This design comes from an exercise in tuning for small area, a short achievable clock period and few clock cycles on the open sky130 flow, not from production work. In this exercise RTL edits were held to simulation tests only and were not proved equivalent to the original.

`design/flow/run.sh`:
```
#!/bin/bash
# synth_recipe.tcl (not shown) runs the flow's synth.tcl, then flattens the netlist and writes it again
# the make line also repeats each setting of config.mk as NAME=value (left out here)
make -C /OpenROAD-flow-scripts/flow DESIGN_CONFIG=/design/flow/config.mk WORK_HOME=/design/flow/orfs CLKGATE_MAP_FILE= SYNTH_SCRIPT=/design/flow/synth_recipe.tcl finish
```
`design/flow/config.mk`:
```
export PLATFORM = sky130hd
export DESIGN_NAME = execute_calc_mc
export DESIGN_NICKNAME = execute_calc_mc
export VERILOG_FILES = /design/flow/design.v
export SDC_FILE = /design/flow/constraint.sdc
export NUM_CORES = 4
export LEC_CHECK = 0
export CAP_MARGIN = 20
export CORE_MARGIN = 2
export CORE_UTILIZATION = 40
export SLEW_MARGIN = 20
```
`design/flow/constraint.sdc`:
```
create_clock -name core_clock -period 12.0 [get_ports {clk}]
set_input_delay 2.4000 -clock core_clock [delete_from_list [all_inputs] [get_ports {clk}]]
set_output_delay 2.4000 -clock core_clock [all_outputs]
set_load 0.01 [all_outputs]
```
`design/flow/design.v`:
```
module execute_calc_mc #(
    parameter int XLEN   = 32,
    parameter int MASK_W = XLEN / 8
) (
    input  logic              clk,
    input  logic              reset,
    input  logic              flush,
    input  logic              in_valid,
    output logic              in_ready,
    input  logic [3:0]        in_alu_op,
    input  logic [3:0]        in_br_op,
    input  logic [1:0]        in_mem_op,
    input  logic [2:0]        in_funct3,
    input  logic              in_use_rs2,
    input  logic [XLEN-1:0]   in_rs1_val,
    input  logic [XLEN-1:0]   in_rs2_val,
    input  logic [XLEN-1:0]   in_imm,
    input  logic [XLEN-1:0]   in_pc,
    output logic              out_valid,
    input  logic              out_ready,
    output logic [XLEN-1:0]   out_alu_result,
    output logic              out_cmp_eq,
    output logic              branch_taken_out,
    output logic [XLEN-1:0]   branch_target_out,
    output logic              mem_write_out,
    output logic              mem_read_out,
    output logic [XLEN-1:0]   mem_addr_out,
    output logic [XLEN-1:0]   mem_data_out,
    output logic [MASK_W-1:0] mem_mask_out,
    output logic              busy_out
);
    localparam logic [3:0] ALU_NONE = 4'd0,  ALU_ADD  = 4'd1,  ALU_SUB  = 4'd2,  ALU_AND  = 4'd3;
    localparam logic [3:0] ALU_OR   = 4'd4,  ALU_XOR  = 4'd5,  ALU_SLL  = 4'd6,  ALU_SRL  = 4'd7;
    localparam logic [3:0] ALU_SRA  = 4'd8,  ALU_SLT  = 4'd9,  ALU_SLTU = 4'd10, ALU_MUL  = 4'd11;
    localparam logic [3:0] ALU_MULH = 4'd12, ALU_DIV  = 4'd13, ALU_REM  = 4'd14, ALU_PASS = 4'd15;
    localparam logic [3:0] BR_NONE = 4'd0, BR_BEQ  = 4'd1, BR_BNE  = 4'd2,  BR_BLT  = 4'd3;
    localparam logic [3:0] BR_BGE  = 4'd4, BR_BLTU = 4'd5, BR_BGEU = 4'd6,  BR_BEQZ = 4'd7;
    localparam logic [3:0] BR_BNEZ = 4'd8, BR_JAL  = 4'd9, BR_JALR = 4'd10, BR_JR   = 4'd11;
    localparam logic [1:0] MEM_NONE = 2'd0, MEM_LOAD = 2'd1, MEM_STORE = 2'd2;
    localparam int SH_W  = $clog2(XLEN);
    localparam int CNT_W = $clog2(XLEN + 1);
    localparam logic [CNT_W-1:0] CNT_LAST = CNT_W'(XLEN);
    typedef enum logic [1:0] {
        S_IDLE = 2'd0,
        S_DIV  = 2'd1,
        S_HOLD = 2'd2
    } state_t;
    state_t            r_state;
    logic [CNT_W-1:0]  r_cnt;
    logic [XLEN-1:0]   r_a, r_b, r_rs2, r_imm, r_pc, r_quo, r_rem;
    logic [3:0]        r_alu_op, r_br_op;
    logic [1:0]        r_mem_op;
    logic [2:0]        r_funct3;
    logic              r_valid, r_eq, r_taken, r_mem_wr, r_mem_rd;
    logic [XLEN-1:0]   r_result, r_target, r_addr, r_data;
    logic [MASK_W-1:0] r_mask;
    logic              w_in_div, w_out_free, w_accept, w_is_div, w_div_done, w_load;
    logic [XLEN-1:0]   w_b_in, w_alu, w_a, w_b, w_imm, w_pc, w_rs2, w_result, w_target, w_sum_jr;
    logic [2*XLEN-1:0] w_prod;
    logic [SH_W-1:0]   w_shamt;
    logic [3:0]        w_br_op;
    logic [1:0]        w_mem_op;
    logic [2:0]        w_funct3;
    logic              w_eq, w_taken, w_mem_wr, w_mem_rd, w_q_bit;
    logic [MASK_W-1:0] w_mask;
    logic [XLEN:0]     w_rem_sh;
    logic [XLEN-1:0]   w_rem_sub;
    assign w_in_div   = (r_state == S_DIV);
    assign w_out_free = !r_valid || out_ready;
    assign in_ready   = (r_state == S_IDLE) && w_out_free && reset;
    assign w_accept   = in_valid && in_ready && !flush;
    assign w_is_div   = (in_alu_op == ALU_DIV) || (in_alu_op == ALU_REM);
    assign w_div_done = w_in_div && (r_cnt == CNT_LAST);
    assign w_load     = (w_accept && !w_is_div) || (w_div_done && w_out_free);
    always_comb begin
        w_b_in = in_imm;
        if (in_alu_op == ALU_ADD && in_mem_op != MEM_NONE)
            w_b_in = in_imm;
        else if (in_use_rs2 || in_br_op == BR_BEQZ || in_br_op == BR_BNEZ)
            w_b_in = in_rs2_val;
    end
    assign w_shamt = w_b_in[SH_W-1:0];
    assign w_prod  = {{XLEN{1'b0}}, in_rs1_val} * {{XLEN{1'b0}}, w_b_in};
    always_comb begin
        w_alu = '0;
        case (in_alu_op)
            ALU_ADD:  w_alu = in_rs1_val + w_b_in;
            ALU_SUB:  w_alu = in_rs1_val - w_b_in;
            ALU_AND:  w_alu = in_rs1_val & w_b_in;
            ALU_OR:   w_alu = in_rs1_val | w_b_in;
            ALU_XOR:  w_alu = in_rs1_val ^ w_b_in;
            ALU_SLL:  w_alu = in_rs1_val << w_shamt;
            ALU_SRL:  w_alu = in_rs1_val >> w_shamt;
            ALU_SRA:  w_alu = $unsigned($signed(in_rs1_val) >>> w_shamt);
            ALU_SLT:  w_alu = {{(XLEN-1){1'b0}}, ($signed(in_rs1_val) < $signed(w_b_in))};
            ALU_SLTU: w_alu = {{(XLEN-1){1'b0}}, (in_rs1_val < w_b_in)};
            ALU_MUL:  w_alu = w_prod[XLEN-1:0];
            ALU_MULH: w_alu = w_prod[2*XLEN-1:XLEN];
            ALU_PASS: w_alu = w_b_in;
            ALU_NONE: w_alu = '0;
            default:  w_alu = '0;
        endcase
    end
    assign w_a      = w_in_div ? r_a      : in_rs1_val;
    assign w_b      = w_in_div ? r_b      : w_b_in;
    assign w_imm    = w_in_div ? r_imm    : in_imm;
    assign w_pc     = w_in_div ? r_pc     : in_pc;
    assign w_rs2    = w_in_div ? r_rs2    : in_rs2_val;
    assign w_br_op  = w_in_div ? r_br_op  : in_br_op;
    assign w_mem_op = w_in_div ? r_mem_op : in_mem_op;
    assign w_funct3 = w_in_div ? r_funct3 : in_funct3;
    assign w_result = w_in_div ? ((r_alu_op == ALU_REM) ? r_rem : r_quo) : w_alu;
    assign w_eq     = (w_a == w_b);
    assign w_sum_jr = w_a + w_imm;
    always_comb begin
        w_taken  = 1'b0;
        w_target = w_pc + w_imm;
        case (w_br_op)
            BR_BEQ, BR_BEQZ:  w_taken = w_eq;
            BR_BNE, BR_BNEZ:  w_taken = !w_eq;
            BR_BLT, BR_BLTU:  w_taken = w_result[0];
            BR_BGE, BR_BGEU:  w_taken = !w_result[0];
            BR_JAL:           w_taken = 1'b1;
            BR_JALR, BR_JR: begin
                w_taken  = 1'b1;
                w_target = w_sum_jr & {{(XLEN-1){1'b1}}, 1'b0};
            end
            BR_NONE:          w_target = '0;
            default:          w_taken = 1'b0;
        endcase
    end
    always_comb begin
        w_mem_wr = 1'b0;
        w_mem_rd = 1'b0;
        w_mask   = '0;
        if (w_mem_op == MEM_STORE) begin
            case (w_funct3)
                3'd0: begin w_mem_wr = 1'b1; w_mask = MASK_W'(8'h01); end
                3'd1: begin w_mem_wr = 1'b1; w_mask = MASK_W'(8'h03); end
                3'd2: begin w_mem_wr = 1'b1; w_mask = MASK_W'(8'h0F); end
                3'd3: if (XLEN == 64) begin w_mem_wr = 1'b1; w_mask = MASK_W'(8'hFF); end
                default: w_mem_wr = 1'b0;
            endcase
        end else if (w_mem_op == MEM_LOAD) begin
            case (w_funct3)
                3'd0, 3'd1, 3'd2, 3'd4, 3'd5: w_mem_rd = 1'b1;
                3'd3, 3'd6:                   w_mem_rd = (XLEN == 64);
                default:                      w_mem_rd = 1'b0;
            endcase
        end
    end
    assign w_rem_sh  = {r_rem, r_quo[XLEN-1]};
    assign w_q_bit   = (w_rem_sh >= {1'b0, r_b});
    assign w_rem_sub = w_rem_sh[XLEN-1:0] - r_b;
    always_ff @(posedge clk) begin
        if (!reset) begin
            r_state  <= S_IDLE;
            r_cnt    <= '0;
            r_a      <= '0;
            r_b      <= '0;
            r_rs2    <= '0;
            r_imm    <= '0;
            r_pc     <= '0;
            r_quo    <= '0;
            r_rem    <= '0;
            r_alu_op <= ALU_NONE;
            r_br_op  <= BR_NONE;
            r_mem_op <= MEM_NONE;
            r_funct3 <= '0;
            r_valid  <= 1'b0;
            r_eq     <= 1'b0;
            r_taken  <= 1'b0;
            r_mem_wr <= 1'b0;
            r_mem_rd <= 1'b0;
            r_result <= '0;
            r_target <= '0;
            r_addr   <= '0;
            r_data   <= '0;
            r_mask   <= '0;
        end else if (flush) begin
            r_state <= S_IDLE;
            r_cnt   <= '0;
            r_valid <= 1'b0;
        end else begin
            if (w_load) begin
                r_valid  <= 1'b1;
                r_result <= w_result;
                r_eq     <= w_eq;
                r_taken  <= w_taken;
                r_target <= w_target;
                r_mem_wr <= w_mem_wr;
                r_mem_rd <= w_mem_rd;
                r_addr   <= w_result;
                r_data   <= w_rs2;
                r_mask   <= w_mask;
            end else if (r_valid && out_ready) begin
                r_valid <= 1'b0;
            end
            case (r_state)
                S_IDLE: begin
                    if (w_accept && w_is_div) begin
                        r_state  <= S_DIV;
                        r_cnt    <= '0;
                        r_a      <= in_rs1_val;
                        r_b      <= w_b_in;
                        r_rs2    <= in_rs2_val;
                        r_imm    <= in_imm;
                        r_pc     <= in_pc;
                        r_quo    <= in_rs1_val;
                        r_rem    <= '0;
                        r_alu_op <= in_alu_op;
                        r_br_op  <= in_br_op;
                        r_mem_op <= in_mem_op;
                        r_funct3 <= in_funct3;
                    end
                end
                S_DIV: begin
                    if (!w_div_done) begin
                        r_rem <= w_q_bit ? w_rem_sub : w_rem_sh[XLEN-1:0];
                        r_quo <= {r_quo[XLEN-2:0], w_q_bit};
                        r_cnt <= r_cnt + 1'b1;
                    end else if (w_out_free) begin
                        r_state <= S_IDLE;
                    end
                end
                default: r_state <= S_IDLE;
            endcase
        end
    end
    assign out_valid         = r_valid;
    assign out_alu_result    = r_result;
    assign out_cmp_eq        = r_eq;
    assign branch_taken_out  = r_taken;
    assign branch_target_out = r_target;
    assign mem_write_out     = r_valid && r_mem_wr;
    assign mem_read_out      = r_valid && r_mem_rd;
    assign mem_addr_out      = r_addr;
    assign mem_data_out      = r_data;
    assign mem_mask_out      = r_mask;
    assign busy_out          = w_in_div;
endmodule
```
==> results.cfg <==
[worst_setup_path]
required_ns = 12.46
crit_top_cell = fa_1
r2r_end = r_target[28]
crit_path_max_incr_delay_ns = 0.59
crit_fanout = 7
crit_type = input pin to flop
worstSetupEndpointType = flop
cp-start-kind = input pin
rrSetupSlack_ns = 6.14
reg2reg_depth = 14
critPathArrivalTime_ns = 12.24
critPathSlowestCell = or4b_4
rr_startpoint = r_state[0]
critPathCapture = r_result[18]
startpoint = in_alu_op[1]

[final_layout]
area_growth_pct = 17.4
design_area_sq_um = 73500
fin_util = 0.472
layout-drive-gt1-share = 0.110
finalNonFillerCells = 10384
n_fill_cell = 15405
fin_nets = 9795

[yosys]
syn-num-nets = 9346
synth_cells = 7839
synth_seq_cells = 348
synth.distinct_cells = 82
syn-cell-area_sq_um = 62600
syn_avg_cell_area_sq_um = 7.99
async_reset_ff_frac = 0
ys.flop_type = dfxtp_1
yosysSeqAreaShare = 0.111
yosys_warnings = 1
synth-edff-count = 0

[place]
dp.cells = 10298
gp_congestion = 1.09
postPlaceCellArea_sq_um = 71900
port_buffers = 285
hpwl_mm = 258

[global_route]
antenna_found_initial = 25
grt_max_degree = 209
grtUsageTotal = 0.391
grt_overflow = 0
grt_pass1_vias = 60110
grt_pass1_wl_mm = 444

[drt]
routed_via_density = 5.92
wire_per_inst_um = 30.6
ant_nets = 0
dr.first_iter.drc_count = 7020
drt_first_pass_iters = 8
routed_wl_mm = 317
drcViolationCount = 0
vias = 61449

[floorplanning]
die_x_um = 400
io_pins = 286
fp.dieH_um = 400
core.rowCount = 145
die_area_sq_um = 160000
coreArea_sq_um = 156000
initial_core_util = 0.402

[clock_network]
cts_htree_levels = 2
path_clk_slew_ns = 0.06
hold_buffers = 0
cts-root-buf = clkbuf_16
cts_tree = built
cts_num_sinks = 348
clockBufferDepth = 3
cts_made_buffers = 42
clock_latency_ns = 0.61

[flow_run]
cap_violations = 0

[timing]
slew_headroom = 0.205
period_share = 0.982
hold_viol_final = 0
fmax_mhz = 84.9
setup_viol = 0
slew_violations = 0
tightestPinTransition_ns = 1.18
clock_skew_ns = 0.0443
period_needed_ns = 11.78

[min_path]
min-delay-start = r_pc[6]
hp-class = flop to flop

[status]
outcome = complete, no violations
-- per-stage QoR --
stage | worst slack, ns | TNS, ns | hold WS (ns)
3_5_place_dp | -1.14 | -12.32 | 0.454
2_1_floorplan | 0.00300 | 0 | 0.437
6_report | 0.217 | 0 | 0.461
4_1_cts | 0.0682 | 0 | 0.463
5_1_grt | -0.00719 | -0.00719 | 0.477
3_3_place_gp | -1.13 | -11.08 | 0.446
-- how the worst min path moves through the flow --
stage / endpoint / slack [ns] / cells past startpoint
2_1_floorplan: r_cnt[5] / 0.44 / 1
3_3_place_gp: r_imm[20] / 0.45 / 2
3_5_place_dp: r_pc[6] / 0.45 / 2
4_1_cts: r_pc[6] / 0.46 / 2
5_1_grt: r_imm[24] / 0.48 / 2
6_report: r_pc[6] / 0.46 / 2
-- worst max-delay path, delay by kind of cell --
| family | cells | cell delay (ns) |
|---|---|---|
| adder cells (fa/ha/maj) | 9 | 4.24 |
| AO/OA/AOI/OAI | 7 | 1.16 |
| AND/OR/NAND/NOR | 7 | 1.65 |
| buffers and inverters | 13 | 2.14 |
| multiplexers | 2 | 0.60 |
-- final cells by class --
cell class / instances / area, sq um / area share
Timing Repair Buffer: 960 / 8670 / 0.118
Multi-Input combinational cell: 5884 / 49900 / 0.679
Antenna cell: 8 / 20.0 / 0.000272
Tap cell: 2058 / 2570 / 0.0350
Inverter: 1052 / 3960 / 0.0538
Sequential cell: 348 / 6970 / 0.0948
Clock inverter: 14 / 163 / 0.00221
Clock buffer: 60 / 1230 / 0.0167
-- cells in the mapped netlist, types with 16 or more instances --
master | number | share of area
o221ai_1 | 22 | 0.0031
o211a_1 | 97 | 0.016
a31oi_1 | 50 | 0.0050
inv_1 | 1032 | 0.062
nor2b_1 | 33 | 0.0033
o22ai_1 | 27 | 0.0027
o21bai_1 | 44 | 0.0053
buf_4 | 37 | 0.0044
xor2_1 | 64 | 0.0090
o31ai_1 | 32 | 0.0038
a21boi_0 | 156 | 0.019
nand2b_1 | 44 | 0.0044
dfxtp_1 | 348 | 0.11
or2_2 | 17 | 0.0017
xnor2_1 | 135 | 0.019
clkinv_1 | 17 | 0.0010
a211oi_1 | 46 | 0.0055
a22oi_1 | 35 | 0.0042
buf_2 | 25 | 0.0020
and3_1 | 24 | 0.0024
ha_1 | 459 | 0.092
a221oi_1 | 57 | 0.0080
buf_1 | 56 | 0.0034
fa_1 | 901 | 0.29
nand3_1 | 68 | 0.0054
a221o_1 | 16 | 0.0026
o21a_1 | 31 | 0.0037
o211ai_1 | 77 | 0.0092
nor4_1 | 24 | 0.0024
or3_1 | 29 | 0.0029
a21o_1 | 114 | 0.014
clkbuf_1 | 436 | 0.026
o21ai_0 | 291 | 0.023
nor2_1 | 783 | 0.047
mux2i_1 | 226 | 0.036
nand4_1 | 37 | 0.0037
nand2_1 | 1267 | 0.076
a21oi_1 | 341 | 0.027
and2_1 | 21 | 0.0021
mux2_2 | 70 | 0.013
nor3_1 | 76 | 0.0061
-- routing by layer --
metal  GRT usage  up-vias  share of wire
met4       0.206       20          0.066
met3       0.107      808           0.11
met5           0        -         0.0011
li1            -    26443              -
met2       0.575     3491           0.42
met1       0.522    30687           0.41
-- kinds of logic (layout without fill, tap and decap cells) --
family          after synthesis  count (layout)  share of synthesized area
simple gates               2471            2471                      0.164
buf+inv                    1607            2086                     0.0993
compound gates             1556            1556                      0.169
fa+ha+maj                  1360            1360                      0.380
flops                       348             348                      0.111
mux                         298             298                     0.0494
xor+xnor                    199             199                     0.0278
other cells                   0               8                          0
-- state kept, by name, summed over array words and instances (netlist names) --
name,flops
r_mem_wr,1
r_a,32
r_result,32
r_mem_rd,1
r_pc,32
r_mask,3
r_quo,32
r_br_op,4
r_alu_op,4
r_funct3,3
r_target,32
r_taken,1
r_rs2,32
r_imm,32
r_state,1
r_valid,1
r_mem_op,2
r_rem,32
r_b,32
r_eq,1
r_cnt,6
r_data,32
-- cell usage in the layout (no fill, tap or decap), types with 64 or more instances in the layout --
| cell type | instances |
|---|---|
| nor2_1 | 778 |
| clkdlybuf4s50_1 | 272 |
| xor2_1 | 64 |
| mux2_2 | 70 |
| buf_12 | 64 |
| mux2i_1 | 195 |
| nand2_1 | 1267 |
| a21oi_1 | 339 |
| a21boi_0 | 156 |
| o211ai_1 | 77 |
| fa_1 | 901 |
| a21o_1 | 114 |
| dfxtp_1 | 347 |
| inv_1 | 1029 |
| xnor2_1 | 135 |
| nand3_1 | 67 |
| o211a_1 | 97 |
| buf_4 | 609 |
| nor3_1 | 72 |
| ha_1 | 458 |
| o21ai_0 | 284 |
-- repair_timing --
action | 4_1_cts | 5_1_grt
resized for setup | 9 | 18
setup buffers | 2 | 2
setup endpoints to repair | 7 | 14
pin swaps | 0 | 3
Testbench counts, summed over its fixed seeds: cycles 64,843.

## what the ideal ports hide
In the flow no input, the clock included, has a driving cell. The finished layout below was timed again as built, in two steps.
Step 1: set_driving_cell puts a clkbuf_16 on clk and a buf_2 on each other input, an assumption about the parent block.
Step 2 times the ports against the registers' clock, not the clock port: input delays grow and output delays shrink by t, the midpoint of the rising clock arrivals with the driver on.
Slacks: ideal / step 1 / step 2; pairs: ideal / step 1.
t, ns: 0.668
setup WS [ns]: 0.217 / 0.268 / -0.400
hold slack, ns: 0.461 / 0.461 / 0.461
worst register clock-pin slew, ns: 0.07 / 0.07
Met with ideal ports but missed after step 2: setup timing in this run. For this run, drivers alone change the setup slack by +0.051 ns; drivers and shift together by -0.617 ns.
